What follows belongs to an exercise in optimizing a design on an open flow for small area, a short achievable clock period and few clock cycles; a production flow would make more cautious choices.
RTL that was checked went through simulation tests only; none was proved equivalent to the original.
No activity file was given, so power comes from the tool's default toggle rates.

// avr_core
module avr_core (
    input  logic                    clk,
    input  logic                    reset,
    output logic [10-1:0]    program_counter,
    input  logic [16-1:0] instruction,
    output logic [16-1:0]  bus_addr,
    output logic [8-1:0]  bus_wdata,
    input  logic [8-1:0]  bus_rdata,
    output logic                    mem_we,
    output logic                    mem_oe
);
Size in the first run: about 1100 cells after synthesis, about 310 flip-flops, roughly 16000 sq um of cells after synthesis.
Settings: LEC_CHECK=0, ABC_CLOCK_PERIOD_IN_PS=2500, CAP_MARGIN=20, CORE_MARGIN=2, CORE_UTILIZATION=40, SETUP_SLACK_MARGIN=2.5, SLEW_MARGIN=20; clock period 5.0 ns.
run.sh (not shown) runs the stock make flow with config.mk's settings and CLKGATE_MAP_FILE= SYNTH_SCRIPT=/design/flow/synth_recipe.tcl, a recipe that flattens the netlist after the stock synthesis.
The first run passed the timing, DRC and antenna checks.
Then changed:
--- a/flow/config.mk
+++ b/flow/config.mk
@@ -6,5 +6,4 @@
 export NUM_CORES = 4
 export LEC_CHECK = 0
-export ABC_CLOCK_PERIOD_IN_PS = 2500
 export CAP_MARGIN = 20
 export CORE_MARGIN = 2
What happened:
- utilization does not change
- worst hold slack does not change
- synthesized area does not change
- wire length does not change
- total power stays the same
- via count does not change
- design area stays the same
- fmax stays the same
- clock skew is unchanged
- clock power barely changes
Function was not checked in any run of this note: the RTL went through the layout flow alone.


The RTL this note starts from:
==> flow/design.v <==
module instr_decoder (
    input  logic [16-1:0] instruction,
    output logic [3:0]              cls
);
    localparam logic [3:0] C_NOP = 4'd0, C_ADD = 4'd1, C_ADC = 4'd2, C_SUB = 4'd3,
                           C_AND = 4'd4, C_EOR = 4'd5, C_OR  = 4'd6, C_MOV = 4'd7,
                           C_LDI = 4'd8, C_NEG = 4'd9, C_LD  = 4'd10, C_ST = 4'd11;
    always_comb begin
        casez (instruction)
            16'b0000_11??_????_????: cls = C_ADD;
            16'b0001_11??_????_????: cls = C_ADC;
            16'b0001_10??_????_????: cls = C_SUB;
            16'b0010_00??_????_????: cls = C_AND;
            16'b0010_01??_????_????: cls = C_EOR;
            16'b0010_10??_????_????: cls = C_OR;
            16'b0010_11??_????_????: cls = C_MOV;
            16'b1110_????_????_????: cls = C_LDI;
            16'b1001_010?_????_0001: cls = C_NEG;
            16'b1000_000?_????_0000: cls = C_LD;
            16'b1000_001?_????_0000: cls = C_ST;
            default:                 cls = C_NOP;
        endcase
    end
endmodule
module register_file (
    input  logic                       clk,
    input  logic                       clear,
    input  logic [5-1:0] a_addr,
    input  logic [5-1:0] b_addr,
    output logic [8-1:0]     a_data,
    output logic [8-1:0]     b_data,
    output logic [8-1:0]     zl_data,
    output logic [8-1:0]     zh_data,
    input  logic                       wr_en,
    input  logic [5-1:0] wr_addr,
    input  logic [8-1:0]     wr_data
);
    logic [2**5-1:0][8-1:0] regs;
    logic [8-1:0] wd;
    assign wd = wr_data & {8{~clear}};
    always_ff @(posedge clk) begin
        for (int i = 0; i < 2**5; i++)
            if (clear || (wr_en && wr_addr == i[5-1:0]))
                regs[i] <= wd;
    end
    assign a_data  = regs[a_addr];
    assign b_data  = regs[b_addr];
    assign zl_data = regs[30];
    assign zh_data = regs[31];
endmodule
module alu (
    input  logic                   arith,     
    input  logic                   invr,      
    input  logic                   sel_sum,   
    input  logic                   sel_and,
    input  logic                   sel_or,
    input  logic                   sel_y,     
    input  logic [8-1:0] x,         
    input  logic [8-1:0] y,
    input  logic                   cin,
    output logic [8-1:0] result,
    output logic                   cout,
    output logic                   zero
);
    localparam int W = 8;
    logic [W:0]   c0, c1, c;
    logic [W-1:0] yr, s, g, t, k, zb;
    always_comb begin
        yr = y ^ {W{invr}};
        g  = x & y;
        t  = x | y;
        c0[0] = 1'b0;
        c1[0] = 1'b1;
        for (int i = 0; i < W; i++) begin
            c0[i+1] = g[i] | (t[i] & c0[i]);
            c1[i+1] = g[i] | (t[i] & c1[i]);
        end
        c = cin ? c1 : c0;
        for (int i = 0; i < W; i++)
            s[i] = x[i] ^ (yr[i] ^ (c[i] & arith));
    end
    assign cout = c[W];
    assign result = ({W{sel_sum}} & s)
                  | ({W{sel_and}} & g)
                  | ({W{sel_or}}  & t)
                  | ({W{sel_y}}   & y);
    always_comb begin
        k = {(invr ? g[W-2:0] : t[W-2:0]), cin} & {W{arith}};
        for (int i = 0; i < W; i++)
            zb[i] = x[i] ^ (yr[i] ^ k[i]);
    end
    assign zero = (sel_sum & (zb == '0))
                | (sel_and & (g == '0))
                | (sel_or  & (t == '0))
                | (sel_y   & (y == '0));
endmodule
module avr_core (
    input  logic                    clk,
    input  logic                    reset,
    output logic [10-1:0]    program_counter,
    input  logic [16-1:0] instruction,
    output logic [16-1:0]  bus_addr,
    output logic [8-1:0]  bus_wdata,
    input  logic [8-1:0]  bus_rdata,
    output logic                    mem_we,
    output logic                    mem_oe
);
    localparam logic [3:0] C_NOP = 4'd0, C_ADD = 4'd1, C_ADC = 4'd2, C_SUB = 4'd3,
                           C_AND = 4'd4, C_EOR = 4'd5, C_OR  = 4'd6, C_MOV = 4'd7,
                           C_LDI = 4'd8, C_NEG = 4'd9, C_LD  = 4'd10, C_ST = 4'd11;
    logic [3:0]  f_cls;
    logic [11:0] f_raw;
    instr_decoder i_dec (
        .instruction (instruction),
        .cls         (f_cls)
    );
    assign f_raw = instruction[11:0];
    always_ff @(posedge clk or posedge reset) begin
        if (reset)
            program_counter <= '0;
        else
            program_counter <= program_counter + 1'b1;
    end
    logic [4:0] a_addr, b_addr;
    logic [7:0] a_data, b_data, zl, zh;
    logic [7:0] a_val, b_val;
    logic [7:0] e_result;
    logic       e_wr, e_ld, e_cupd;
    logic [4:0] e_rd;
    logic [7:0] e_x, e_y;
    logic       e_arith, e_invr, e_sel_sum, e_sel_and, e_sel_or, e_sel_y;
    logic       e_cin1, e_cinc;
    logic       carry;
    assign a_addr = f_raw[8:4];
    assign b_addr = {f_raw[9], f_raw[3:0]};
    register_file i_regs (
        .clk     (clk),
        .clear   (reset),
        .a_addr  (a_addr),
        .b_addr  (b_addr),
        .a_data  (a_data),
        .b_data  (b_data),
        .zl_data (zl),
        .zh_data (zh),
        .wr_en   (e_wr),
        .wr_addr (e_rd),
        .wr_data (e_result)
    );
    assign a_val = (e_wr && e_rd == a_addr) ? e_result : a_data;
    assign b_val = (e_wr && e_rd == b_addr) ? e_result : b_data;
    logic       f_sum_ops;
    assign f_sum_ops = (f_cls == C_ADD) || (f_cls == C_ADC) || (f_cls == C_SUB) || (f_cls == C_NEG);
    always_ff @(posedge clk or posedge reset) begin
        if (reset) begin
            e_wr   <= 1'b0;
            e_ld   <= 1'b0;
            e_cupd <= 1'b0;
        end else begin
            e_wr   <= (f_cls != C_NOP) && (f_cls != C_ST);
            e_ld   <= (f_cls == C_LD);
            e_cupd <= f_sum_ops;
        end
    end
    always_ff @(posedge clk) begin
        e_rd   <= (f_cls == C_LDI) ? {1'b1, f_raw[7:4]} : f_raw[8:4];
        e_x    <= a_val ^ {8{(f_cls == C_SUB) || (f_cls == C_NEG)}};
        case (f_cls)
            C_LDI:   e_y <= {f_raw[11:8], f_raw[3:0]};
            C_NEG:   e_y <= 8'h00;
            default: e_y <= b_val;
        endcase
        e_arith   <= f_sum_ops;
        e_invr    <= (f_cls == C_SUB);
        e_sel_sum <= f_sum_ops || (f_cls == C_EOR);
        e_sel_and <= (f_cls == C_AND);
        e_sel_or  <= (f_cls == C_OR);
        e_sel_y   <= (f_cls == C_MOV) || (f_cls == C_LDI);
        e_cin1    <= (f_cls == C_NEG);
        e_cinc    <= (f_cls == C_ADC);
    end
    logic [7:0] alu_result;
    logic       alu_cout, alu_zero, e_zero;
    logic       zh_zero, zl_ok, zh_zero_n, zl_ok_n, zwin_n;
    logic       oe_q, we_q;
    alu i_alu (
        .arith   (e_arith),
        .invr    (e_invr),
        .sel_sum (e_sel_sum),
        .sel_and (e_sel_and),
        .sel_or  (e_sel_or),
        .sel_y   (e_sel_y),
        .x       (e_x),
        .y       (e_y),
        .cin     (e_cin1 | (e_cinc & carry)),
        .result  (alu_result),
        .cout    (alu_cout),
        .zero    (alu_zero)
    );
    assign zh_zero_n = (e_wr && e_rd == 31) ? e_zero : zh_zero;
    assign zl_ok_n   = (e_wr && e_rd == 30) ? (e_result[7] ^ e_result[6]) : zl_ok;
    assign zwin_n    = zh_zero_n & zl_ok_n;
    always_ff @(posedge clk or posedge reset) begin
        if (reset) begin
            zh_zero <= 1'b1;
            zl_ok   <= 1'b0;
            oe_q    <= 1'b0;
            we_q    <= 1'b0;
        end else begin
            zh_zero <= zh_zero_n;
            zl_ok   <= zl_ok_n;
            oe_q    <= (f_cls == C_LD) && zwin_n;
            we_q    <= (f_cls == C_ST) && zwin_n;
        end
    end
    assign e_result = e_ld ? (bus_rdata & {8{oe_q}}) : alu_result;
    assign e_zero   = e_ld ? ((bus_rdata & {8{oe_q}}) == 8'h00) : alu_zero;
    always_ff @(posedge clk or posedge reset) begin
        if (reset)
            carry <= 1'b0;
        else if (e_cupd)
            carry <= alu_cout ^ e_cin1;
    end
    assign bus_addr  = {zh, zl};
    assign bus_wdata = e_x;
    assign mem_we    = we_q;
    assign mem_oe    = oe_q;
endmodule
==> flow/config.mk <==
export PLATFORM = sky130hd
export DESIGN_NAME = avr_core
export DESIGN_NICKNAME = avr_core
export VERILOG_FILES = /design/flow/design.v
export SDC_FILE = /design/flow/constraint.sdc
export NUM_CORES = 4
export LEC_CHECK = 0
export CAP_MARGIN = 20
export CORE_MARGIN = 2
export CORE_UTILIZATION = 40
export CTS_BUF_LIST = sky130_fd_sc_hd__clkbuf_8 sky130_fd_sc_hd__clkbuf_16
export CTS_CLUSTER_DIAMETER = 100
export CTS_CLUSTER_SIZE = 26
export PLACE_DENSITY = 0.8
export SETUP_SLACK_MARGIN = 2.5
export SLEW_MARGIN = 20
==> flow/constraint.sdc <==
create_clock -name core_clock -period 5.0 [get_ports {clk}]
set_input_delay 1.0000 -clock core_clock [delete_from_list [all_inputs] [get_ports {clk}]]
set_output_delay 1.0000 -clock core_clock [all_outputs]
set_load 0.01 [all_outputs]
standard.sh (not shown) runs the stock make flow with config.mk's settings and CLKGATE_MAP_FILE= SYNTH_SCRIPT=/design/flow/synth_recipe.tcl, a recipe that flattens the netlist after the stock synthesis.
==> flow/flow/run.sh <==
#!/bin/bash
# Standard layout, with plain buffers (instead of delay cells) on the ports.
# Synthesis runs first, exactly as the standard flow does it.
set -euo pipefail
bash standard.sh synth > synth.log 2>&1
export BUFFER_PORTS_ARGS="-buffer_cell sky130_fd_sc_hd__buf_2"
bash standard.sh finish > finish.log 2>&1
Testbench counts at the start, summed over its fixed seeds: cycles 14,784.
Rerun with:
- ABC_AREA: default -> 1
- GPL_ROUTABILITY_DRIVEN: default -> 0
- PLACE_DENSITY: 0.8 -> default
- SETUP_SLACK_MARGIN: 2.5 -> 2.3
Non-clock buffer count went up by 4.
Hold slack degrades by 0.0078 ns.
Synthesized area went up by 2.0%.
Cell area went down by about 2.2%.
Rerun with:
- ABC_AREA: 1 -> default
What happened: Global-route usage decreases by 4.0 points. Critical path depth fell by 3. Via count is lower by 30%. Non-clock buffer count goes down by 13. Synthesized area falls by 1.9%. Setup slack is worse by 0.053 ns. Power grows by 0.59%. Clock power falls by about 10%. Hold slack gets worse by 0.011 ns. Cell count went down by 31%.
Rerun with:
==> flow/flow/run.sh (replaced) <==
#!/bin/bash
# Standard layout, with plain buffers (instead of delay cells) on the ports,
# and area recovery (downsizing non-critical cells) after global routing.
# Synthesis runs first, exactly as the standard flow does it.
set -euo pipefail
bash standard.sh synth > synth.log 2>&1
export BUFFER_PORTS_ARGS="-buffer_cell sky130_fd_sc_hd__buf_2"
export RECOVER_POWER=100
bash standard.sh finish > finish.log 2>&1
- SETUP_SLACK_MARGIN: 2.3 -> 2.5
Outcome: The new run finished but fails on capacitance limit, slew limit; die area does not change; via count went up by a few percent; power goes up slightly; non-clock buffer count increases by 26; sequential cell count stays the same; cell area goes up slightly; core utilization climbs by 0.45 points; critical path depth does not change.
Rerun with:
==> flow/flow/run.sh (replaced) <==
#!/bin/bash
# Standard layout, with plain buffers (instead of delay cells) on the ports.
# Synthesis runs first, exactly as the standard flow does it.
set -euo pipefail
bash standard.sh synth > synth.log 2>&1
export BUFFER_PORTS_ARGS="-buffer_cell sky130_fd_sc_hd__buf_2"
bash standard.sh finish > finish.log 2>&1
- CTS_CLUSTER_SIZE: 26 -> 30
Now the flow completed without violations.
Routed wire length goes up by 0.37%.
Die area does not change.
Power goes up by 0.90%.
Clock skew barely changes.
Sequential share of layout area goes down by 1.5 points.
Setup slack gains 0.93 ns.

==> re-timing with driven ports <==
The results above use ideal ports. As a check the final layouts listed here were re-extracted and re-timed, cells and wires unchanged. Step 1 sets driving cells, clkbuf_16 on the clock port and buf_2 on the other inputs (assumed; they add their load-dependent delay and slew). Step 2 times the ports against the registers' clock, not the clock port: input delays grow and output delays shrink by t, the midpoint of the rising clock arrivals with the driver on. a / b / c = no drivers / after step 1 / after step 2; a / b = the first two.
run	t, ns	slack for setup (ns)	hold slack, ns	worst setup path at the end	slew violations
the first run of note 1	0.562	2.043 / 2.043 / 1.959	0.481 / 0.481 / 0.481	input to register	0 / 0
the second run of note 1	0.562	2.043 / 2.043 / 1.959	0.481 / 0.481 / 0.481	input to register	0 / 0
the first run of note 2	0.556	2.431 / 2.232 / 1.675	0.457 / 0.457 / 0.457	input to register	0 / 0
the second run of note 2	0.575	2.384 / 2.415 / 1.840	0.449 / 0.449 / 0.449	input to register	0 / 0
the third run of note 2	0.550	2.331 / 2.202 / 1.652	0.437 / 0.437 / 0.437	input to register	0 / 0
the fourth run of note 2	0.550	1.492 / 1.418 / 0.868	0.443 / 0.443 / 0.443	input to register	121 / 139
the fifth run of note 2	0.550	2.425 / 2.195 / 1.645	0.461 / 0.461 / 0.461	input to register	0 / 0
The drivers bring new slew violations in the fourth run of note 2. For the fifth run of note 2, which loses most, drivers alone change the setup slack by -0.230 ns; drivers and shift together by -0.780 ns.
